Source: an optimization exercise on an open RTL-to-GDS flow (aim: small area and a short achievable clock period). Production flows keep margins and buffers that such runs may drop. The RTL was checked by simulation tests, not by an equivalence proof against the original design.

### flow/design.v
`timescale 1ns/1ps
module bbox_extent (
    input  logic [3*2*24-1:0] tri_in,
    output logic [4*24-1:0]   box
);
    localparam int W = 24;
    logic signed [W-1:0] vx [3];
    logic signed [W-1:0] vy [3];
    logic signed [W-1:0] llx, lly, urx, ury;
    always_comb begin
        for (int i = 0; i < 3; i++) begin
            vx[i] = tri_in[2*W*i+W +: W];
            vy[i] = tri_in[2*W*i   +: W];
        end
    end
    always_comb begin
        llx = vx[0];
        lly = vy[0];
        urx = vx[0];
        ury = vy[0];
        for (int i = 1; i < 3; i++) begin
            if (vx[i] < llx) llx = vx[i];
            if (vy[i] < lly) lly = vy[i];
            if (vx[i] > urx) urx = vx[i];
            if (vy[i] > ury) ury = vy[i];
        end
    end
    assign box = {llx, lly, urx, ury};
endmodule
`timescale 1ns/1ps
module bbox_snap (
    input  logic [4*24-1:0] box_in,
    input  logic [4-1:0]  ss_code,
    output logic [4*24-1:0] box_out
);
    logic [1:0]             keep_bits;
    logic [10-1:0] frac_mask;
    always_comb begin
        case (ss_code)
            4'b1000: keep_bits = 2'd0;
            4'b0100: keep_bits = 2'd1;
            4'b0010: keep_bits = 2'd2;
            4'b0001: keep_bits = 2'd3;
            default: keep_bits = 2'd0;
        endcase
        frac_mask = ~({10{1'b1}} >> keep_bits);
    end
    always_comb begin
        for (int i = 0; i < 4; i++) begin
            box_out[24*i +: 24] =
                {box_in[24*i+10 +: (24 - 10)],
                 box_in[24*i +: 10] & frac_mask};
        end
    end
endmodule
`timescale 1ns/1ps
module bbox_clip (
    input  logic [3*2*24-1:0]   tri_in,
    input  logic                          tri_valid,
    input  logic [4*24-1:0]     box_in,
    input  logic [2*24-1:0]     screen,
    output logic [(1 + 6*24 + 4*24)-1:0]    item
);
    localparam int W = 24;
    localparam int DIFF_W  = W + 1;
    localparam int CROSS_W = 2 * DIFF_W;
    logic signed [W-1:0] x0, y0, x1, y1, x2, y2;
    logic signed [W-1:0] llx, lly, urx, ury;
    logic signed [W-1:0] scr_w, scr_h;
    assign x0 = tri_in[0*2*W+W +: W];
    assign y0 = tri_in[0*2*W   +: W];
    assign x1 = tri_in[1*2*W+W +: W];
    assign y1 = tri_in[1*2*W   +: W];
    assign x2 = tri_in[2*2*W+W +: W];
    assign y2 = tri_in[2*2*W   +: W];
    assign {llx, lly, urx, ury} = box_in;
    assign {scr_w, scr_h}       = screen;
    logic signed [W:0]       dx10;
    logic signed [W:0]       dy21;
    logic signed [W:0]       dy10;
    logic signed [W:0]       dx21;
    logic signed [2*W+1:0]   cross_lhs;
    logic signed [2*W+1:0]   cross_rhs;
    logic                    back_face;
    logic signed [W-1:0]     cllx, clly, curx, cury;
    assign dx10 = DIFF_W'(x1) - DIFF_W'(x0);
    assign dy21 = DIFF_W'(y2) - DIFF_W'(y1);
    assign dy10 = DIFF_W'(y1) - DIFF_W'(y0);
    assign dx21 = DIFF_W'(x2) - DIFF_W'(x1);
    assign cross_lhs = CROSS_W'(dx10) * CROSS_W'(dy21);
    assign cross_rhs = CROSS_W'(dy10) * CROSS_W'(dx21);
    assign back_face = cross_lhs > cross_rhs;
    always_comb begin
        cllx = llx;
        clly = lly;
        curx = urx;
        cury = ury;
        if (urx > scr_w) curx = scr_w;
        if (ury > scr_h) cury = scr_h;
        if (llx < 0) cllx = '0;
        if (lly < 0) clly = '0;
    end
    assign item = {tri_valid & ~back_face, tri_in, cllx, clly, curx, cury};
endmodule
`timescale 1ns/1ps
module bbox_pipe (
    input  logic                       clk,
    input  logic                       rst_n,
    input  logic                       hold,
    input  logic [(1 + 6*24 + 4*24)-1:0] item_in,
    output logic [(1 + 6*24 + 4*24)-1:0] item_out
);
    localparam int DEPTH = 3;
    logic [(1 + 6*24 + 4*24)-1:0] stage [DEPTH];
    always_ff @(posedge clk or negedge rst_n) begin
        if (!rst_n) begin
            for (int i = 0; i < DEPTH; i++) begin
                stage[i] <= '0;
            end
        end else if (!hold) begin
            stage[0] <= item_in;
            for (int i = 1; i < DEPTH; i++) begin
                stage[i] <= stage[i-1];
            end
        end
    end
    assign item_out = stage[DEPTH-1];
endmodule
`timescale 1ns/1ps
module bbox_top (
    input  logic               clk,
    input  logic               rst_n,
    input  logic [143:0]       tri_in,
    input  logic               tri_valid,
    input  logic [47:0]        screen,
    input  logic [3:0]         ss_code,
    input  logic               hold,
    output logic [143:0]       out_tri,
    output logic [95:0]        out_box,
    output logic               out_valid
);
    logic [95:0]                raw_box;
    logic [95:0]                snap_box;
    logic [(1 + 6*24 + 4*24)-1:0] clip_item;
    logic [(1 + 6*24 + 4*24)-1:0] pipe_item;
    bbox_extent u_extent (
        .tri_in (tri_in),
        .box    (raw_box)
    );
    bbox_snap u_snap (
        .box_in  (raw_box),
        .ss_code (ss_code),
        .box_out (snap_box)
    );
    bbox_clip u_clip (
        .tri_in    (tri_in),
        .tri_valid (tri_valid),
        .box_in    (snap_box),
        .screen    (screen),
        .item      (clip_item)
    );
    bbox_pipe u_pipe (
        .clk      (clk),
        .rst_n    (rst_n),
        .hold     (hold),
        .item_in  (clip_item),
        .item_out (pipe_item)
    );
    assign {out_valid, out_tri, out_box} = pipe_item;
endmodule
### flow/constraint.sdc
create_clock -name core_clock -period 15.0 [get_ports {clk}]
set_input_delay 3.0000 -clock core_clock [delete_from_list [all_inputs] [get_ports {clk}]]
set_output_delay 3.0000 -clock core_clock [all_outputs]
set_load 0.01 [all_outputs]
### flow/config.mk
export PLATFORM = sky130hd
export DESIGN_NAME = bbox_top
export DESIGN_NICKNAME = bbox_top
export VERILOG_FILES = /design/flow/design.v
export SDC_FILE = /design/flow/constraint.sdc
export NUM_CORES = 4
export LEC_CHECK = 0
export CAP_MARGIN = 20
export CORE_MARGIN = 2
export CORE_UTILIZATION = 40
export SLEW_MARGIN = 20
### flow/run.sh
#!/bin/bash
# synth_recipe.tcl (not shown) runs the flow's synth.tcl, then flattens the netlist and writes it again
# the make line also repeats each setting of config.mk as NAME=value (left out here)
make -C /OpenROAD-flow-scripts/flow DESIGN_CONFIG=/design/flow/config.mk WORK_HOME=/design/flow/orfs CLKGATE_MAP_FILE= SYNTH_SCRIPT=/design/flow/synth_recipe.tcl finish
==> summary.txt <==
## metrics by stage
step | worst slack [ps] | hold WS, ps
global route | 8.48 | 502
CTS | 552 | 485
detailed placement | -93.6 | 470
floorplan | 1260 | 446
finish | 626 | 483
global placement | -92.0 | 463
## critical path: cells and delay by family
kind / cells / cell delay [ps]
XOR/XNOR: 2 / 370
adder cells (fa/ha/maj): 11 / 4820
AND/OR/NAND/NOR: 4 / 610
buffers and inverters: 9 / 1430
AO/OA/AOI/OAI: 22 / 4680
## what timing repair did
| action | 4_1_cts | 5_1_grt |
|---|---|---|
| setup buffers | 0 | 0 |
| gates resized for setup | 0 | 3 |
| endpoints found under the setup margin | 0 | 1 |
## layout make-up
cell class,instances,area [um2]
Timing Repair Buffer,759,6930
Inverter,1453,5450
Fill cell,19038,108000
Multi-Input combinational cell,5729,57200
Clock inverter,25,377
Tap cell,2656,3320
Antenna cell,10,25.0
Clock buffer,94,1860
Sequential cell,675,16900
## cells by family after synthesis
kind of cell | after synthesis | synth area share
xor+xnor | 252 | 0.0274
mux | 548 | 0.0756
compound gates | 957 | 0.0753
buf+inv | 1789 | 0.0846
fa+ha+maj | 1878 | 0.415
simple gates | 2078 | 0.111
other cells | 1 | 0.0000466
flops | 675 | 0.210
## synth_stat cells (153+ instances only)
cell type / number
a21o_1: 153
dfrtp_1: 675
a21oi_1: 257
inv_1: 1452
nand2_1: 980
fa_1: 1320
o21ai_0: 260
xnor2_1: 164
mux2_2: 472
nor2_1: 607
ha_1: 558
clkbuf_1: 292
## worst max path at each step
| stage | to | cells after the start |
|---|---|---|
| floorplan | u_pipe.stage[0][240] | 47 |
| global placement | u_pipe.stage[0][240] | 47 |
| detailed placement | u_pipe.stage[0][240] | 47 |
| CTS | u_pipe.stage[0][240] | 48 |
| global route | u_pipe.stage[0][240] | 48 |
| finish | u_pipe.stage[0][240] | 48 |
## cell usage in the layout, fill, tap and decap left out, types with 89 or more instances in the layout
cell	instances
fa_1	1319
clkdlybuf4s50_1	422
inv_1	1451
mux2_2	472
nor2_1	605
o21ai_0	260
a21o_1	153
ha_1	558
dfrtp_1	675
nand3_1	89
nand2_1	980
buf_4	323
xnor2_1	142
a21oi_1	254
## layer usage
metal  wire length [um]  track usage  part of all wire  vias up
li1                   -            -                 -    26724
met1             106000        0.340              0.40    31183
met2             121000        0.416              0.46     2466
met3              19000       0.0412             0.072      570
met4              17800        0.145             0.067        4
met5                 24            0          0.000091        -
==> reports/results.ini <==
[timing]
timing.fmax_mhz=69.6
tightest_slew_ps=1160
finalClockSkew_ps=25.5
min_period_ps=14370
final-setup-viol-count=0
tns_ps=0
max-slew-margin-rel=0.227
finalMaxSlewViolations=0
hold_viol_final=0
rsz0062_at_grt=no
period_share=0.958

[route]
ant_nets=0
wirelength_um=264000
vias_per_cell=5.35
wire_per_inst_um=23.2
drt-initial-drc-count=5214
drtPass1Iterations=12
drc=0
via_count=60947

[placed_design]
dpl_cell_area_um2=89700
placed_cells=11271
routabilityCongestion=0.982
place_hpwl_um=218000
io_buffers=424

[setup_path]
crit_type=in -> reg
r2r_start=u_pipe.stage[0][240]
crit_slowest_cell=fa_1
r2r-end=u_pipe.stage[0][240]
required_ps=15570
critPathMaxFanout=4
cpMostUsedCell=fa_1
crit_start=tri_in[48]
endpoint_kind=register
cpPeakStageDelay_ps=570
arrival_ps=14940
r2r_cells=2
r2r_slack_ps=13940
cp-start-kind=input pin

[worst_hold_path]
hold_depth=2
hold_start=u_pipe.stage[0][233]
holdCritPathClass=reg -> reg
hold_path_end=u_pipe.stage[0][233]

[clocking]
cts_buffers=66
cts_tree=built
cts-htree-levels=3
clk_latency_ps=670
clock_path_buffers=3
clk_pin_slew_ps=90
cts_sinks=675
holdBufCountCts=0
cts-root-buf=clkbuf_16

[grt]
grt_overflow=0
grt_max_degree=214
grt_pass1_wl_um=403000
first_global_vias=64158
antenna_found_initial=12
grt.total_usage=0.261

[finish]
stdcell_count=11401
nets=10762
stdcell_area_um2=92000
top_regs=u_pipe.stage: 675 flops
largest-register=u_pipe.stage
area_growth_pct=14.4
drive_gt1_frac=0.113
fin_util=0.460
largest_reg_flops=675

[synth]
post_synth.cell_area_avg_um2=9.83
ys.flop_type=dfrtp_1
ys_ff_latch=675
synth_warnings=7
ys_types=84
yosys.area.top_type=fa_1
synth_top_area_frac=0.329
ys_seq_area_frac=0.210
synth_async_sr_flop_share=1.00
syn_inst=8178
synth_edf_count=0
synthTopCellsByArea=fa_1 33%, dfrtp_1 21%, ha_1 8.7%
syn_area_um2=80400

[die]
core_um2=200000
ios=441
initial_core_util=0.402
dieArea_um2=205000
die_x_um=452
num_rows=164
die_y_um=452

[status]
status=complete, no violations

[run]
max_cap_viol_count=0

[separate check: timing with driven ports]
The results above use ideal ports. As a check the final layout listed here was re-extracted and re-timed, cells and wires unchanged. Step 1 assumes that a clkbuf_16 drives the clock port and a buf_2 every other input. Step 2 adds t to the input delays and takes it off the output delays; t is the mean of the earliest and latest rising clock arrival at the registers after step 1. Input paths then give back, and output paths get back, about the clock's delay inside the block. Three values: ideal ports, drivers, drivers and shift; two values: the first two.
t (ns): 0.722
slack for setup (ns): 0.626 / 0.636 / -0.086
hold slack, ns: 0.483 / 0.483 / 0.483
clock arrival spread, ns: 0.061 / 0.060
Met with ideal ports but missed after step 2: setup timing in this run. For this run, drivers alone change the setup slack by +0.010 ns; drivers and shift together by -0.712 ns.
